From an optimization exercise on the open Yosys and OpenROAD flow, aimed at a short achievable clock period and few clock cycles; shortcuts taken in it are not production practice.
At most, simulation tests tie the RTL to the original design; equivalence was not proved.
Power is estimated from default activity; no workload was simulated.

Setup of run a:
==> module dma_top, before the edit <==
module dma_top (
    input  logic        clk_i,
    input  logic        rst_i,
    input  logic        reg_en_i,
    input  logic        reg_we_i,
    input  logic [4:0]  reg_addr_i,
    input  logic [63:0] reg_wdata_i,
    output logic [63:0] reg_rdata_o,
    input  logic        mem_gnt_i,
    input  logic        mem_rvalid_i,
    input  logic [63:0] mem_rdata_i,
    input  logic        mem_bdone_i,
    output logic        mem_req_o,
    output logic        mem_we_o,
    output logic [31:0] mem_addr_o,
    output logic [63:0] mem_wdata_o,
    output logic [7:0]  mem_beats_o,
    output logic        mem_last_o,
    output logic        done_o
);
    localparam int ADDR_W     = 32;
    localparam int DATA_W     = 64;
    localparam int BEAT_BYTES = 8;
    localparam int REG_ADDR_W = 5;
    localparam logic [4:0] REG_SRC   = 5'h00;
    localparam logic [4:0] REG_DST   = 5'h08;
    localparam logic [4:0] REG_LEN   = 5'h10;
    localparam logic [4:0] REG_BURST = 5'h18;
    localparam logic [4:0] REG_CTRL  = 5'h1C;
    localparam int CTRL_START = 0;
    localparam int CTRL_DONE  = 1;
    localparam int CTRL_BUSY  = 2;
    localparam int FIFO_DEPTH = 24;
    localparam int FIFO_IDX_W = $clog2(FIFO_DEPTH);
    localparam int FREE_W     = FIFO_IDX_W + 1;
    localparam int BEATS_W    = 30;
    logic        start;
    logic        busy;
    logic [31:0] src;
    logic [31:0] dst;
    logic [31:0] len;
    logic [7:0]  burst;
    logic        xfer_done;
    logic        push;
    logic        pop;
    logic [63:0] head;
    logic        fifo_empty;
    logic        rd_avail;
    logic [31:0] rd_addr;
    logic [7:0]  rd_beats;
    logic [7:0]  first_beats;
    logic        rd_load;
    logic        wr_load;
    logic        wr_pend;
    logic        burst_end;
    logic        wr_avail;
    logic [31:0] wr_addr;
    logic [63:0] wr_wdata;
    logic        wr_last;
    dma_regs u_regs (
        .clk_i       (clk_i),
        .rst_i       (rst_i),
        .reg_en_i    (reg_en_i),
        .reg_we_i    (reg_we_i),
        .reg_addr_i  (reg_addr_i),
        .reg_wdata_i (reg_wdata_i),
        .xfer_done_i (xfer_done),
        .reg_rdata_o (reg_rdata_o),
        .start_o     (start),
        .busy_o      (busy),
        .src_o       (src),
        .dst_o       (dst),
        .len_o       (len),
        .burst_o     (burst),
        .done_o      (done_o)
    );
    assign wr_avail = !fifo_empty;
    assign wr_wdata = head;
    assign push     = busy && mem_rvalid_i;
    assign pop      = wr_load;
    dma_fifo u_fifo (
        .clk_i   (clk_i),
        .rst_i   (rst_i),
        .push_i  (push),
        .data_i  (mem_rdata_i),
        .pop_i   (pop),
        .head_o  (head),
        .empty_o (fifo_empty)
    );
    dma_read_engine u_read (
        .clk_i         (clk_i),
        .rst_i         (rst_i),
        .busy_i        (busy),
        .src_i         (src),
        .len_i         (len),
        .burst_i       (burst),
        .load_i        (rd_load),
        .free_i        (wr_load),
        .avail_o       (rd_avail),
        .addr_o        (rd_addr),
        .beats_o       (rd_beats),
        .first_beats_o (first_beats)
    );
    dma_write_engine u_write (
        .clk_i       (clk_i),
        .rst_i       (rst_i),
        .busy_i      (busy),
        .dst_i       (dst),
        .len_i       (len),
        .burst_i     (burst),
        .load_i      (wr_load),
        .wr_pend_i   (wr_pend),
        .burst_end_i (burst_end),
        .bdone_i     (mem_bdone_i),
        .addr_o      (wr_addr),
        .last_o      (wr_last),
        .xfer_done_o (xfer_done)
    );
    dma_bus_arbiter u_arb (
        .clk_i         (clk_i),
        .rst_i         (rst_i),
        .busy_i        (busy),
        .start_i       (start),
        .src_i         (src),
        .first_beats_i (first_beats),
        .first_valid_i (len != '0),
        .rd_avail_i    (rd_avail),
        .rd_addr_i     (rd_addr),
        .rd_beats_i    (rd_beats),
        .wr_avail_i    (wr_avail),
        .wr_addr_i     (wr_addr),
        .wr_wdata_i    (wr_wdata),
        .wr_last_i     (wr_last),
        .mem_gnt_i     (mem_gnt_i),
        .rd_load_o     (rd_load),
        .wr_load_o     (wr_load),
        .wr_pend_o     (wr_pend),
        .burst_end_o   (burst_end),
        .mem_req_o     (mem_req_o),
        .mem_we_o      (mem_we_o),
        .mem_addr_o    (mem_addr_o),
        .mem_wdata_o   (mem_wdata_o),
        .mem_beats_o   (mem_beats_o),
        .mem_last_o    (mem_last_o)
    );
endmodule
export LEC_CHECK = 0
export CAP_MARGIN = 20
export CORE_MARGIN = 2
export CORE_UTILIZATION = 60
export SLEW_MARGIN = 20
export TNS_END_PERCENT = 100
create_clock -name core_clock -period 9.0 [get_ports {clk_i}]
standard.sh (not shown) runs the stock make flow with config.mk's settings and CLKGATE_MAP_FILE= SYNTH_SCRIPT=/design/flow/synth_recipe.tcl, a recipe that flattens the netlist after the stock synthesis.
==> flow/flow/run.sh <==
#!/bin/bash
set -euo pipefail
bash standard.sh SETUP_SLACK_MARGIN=6.0 finish > make.log 2>&1
Run a: full flow OK, the timing, DRC and antenna checks passed
The following lists how run b was set up differently from run a:
--- a/flow/design.v
+++ b/flow/design.v
@@ -593,10 +593,10 @@
         .len_o       (len),
         .burst_o     (burst),
         .done_o      (done_o)
     );
-    assign wr_avail = !fifo_empty;
-    assign wr_wdata = head;
+    assign wr_avail = !fifo_empty || mem_rvalid_i;
+    assign wr_wdata = fifo_empty ? mem_rdata_i : head;
     assign push     = busy && mem_rvalid_i;
     assign pop      = wr_load;
     dma_fifo u_fifo (
         .clk_i   (clk_i),
==> results.txt <==
- Run b ended up with a higher setup slack than run a did.
- Run comparison: run a timing endpoint of the critical path mem_wdata_o[31]; run b timing endpoint of the critical path mem_req_o
- Cmp run b vs run a: global routing met1 resource utilization lower in run b
- In run b the fraction of power consumed by combinational cells turned out 5.1 points higher than in run a.
- Per the comparison of run b with run a, total power after layout +about 12%, flip-flop and latch count closely matched the old numbers, worst endpoint data arrival time went down 0.03 ns, via total after detailed routing rose 3.1%, worst vdd rail ir drop increased 2.2%.
- Run b against run a; cell count after synthesis is up by a few percent.
- Looking only at final standard cell count with taps included and fillers excluded, and setting everything else aside, the higher value of run a and run b goes to run b.
Testbench counts of run b, summed over its fixed seeds: cycles 23,605.
Only the layout flow was run in run a; the RTL was not checked for function there.

## port drivers added, routing unchanged
No port has a modelled driver above. Below, the same layouts with a new extraction and two added sets of constraints. Step 1 (the two cells are an assumption about what drives the block):
set clk [get_ports {clk_i}]
set_driving_cell -lib_cell sky130_fd_sc_hd__clkbuf_16 $clk
set_driving_cell -lib_cell sky130_fd_sc_hd__buf_2 [delete_from_list [all_inputs] $clk]
Step 2 moves the port delays by t, midway between the first and last clock arrival at a register: inputs arrive t later, outputs are due t later. That takes back most of the time a late clock gives input paths. Three values: ideal, step 1, step 2; two values: the first two.
run	t (ns)	slack for setup (ns)	hold slack, ns	worst setup path at the end	worst data-port slew with drivers (ns)
run a	0.915	5.707 / 5.618 / 5.162	0.471 / 0.471 / 0.471	input to register	0.15
run b	0.910	5.738 / 5.647 / 5.068	0.475 / 0.475 / 0.475	input to register	0.18
After both steps every run listed still meets setup and hold. The setup slack of run b, which loses most, moves by -0.091 ns with the drivers and by -0.670 ns with both steps.
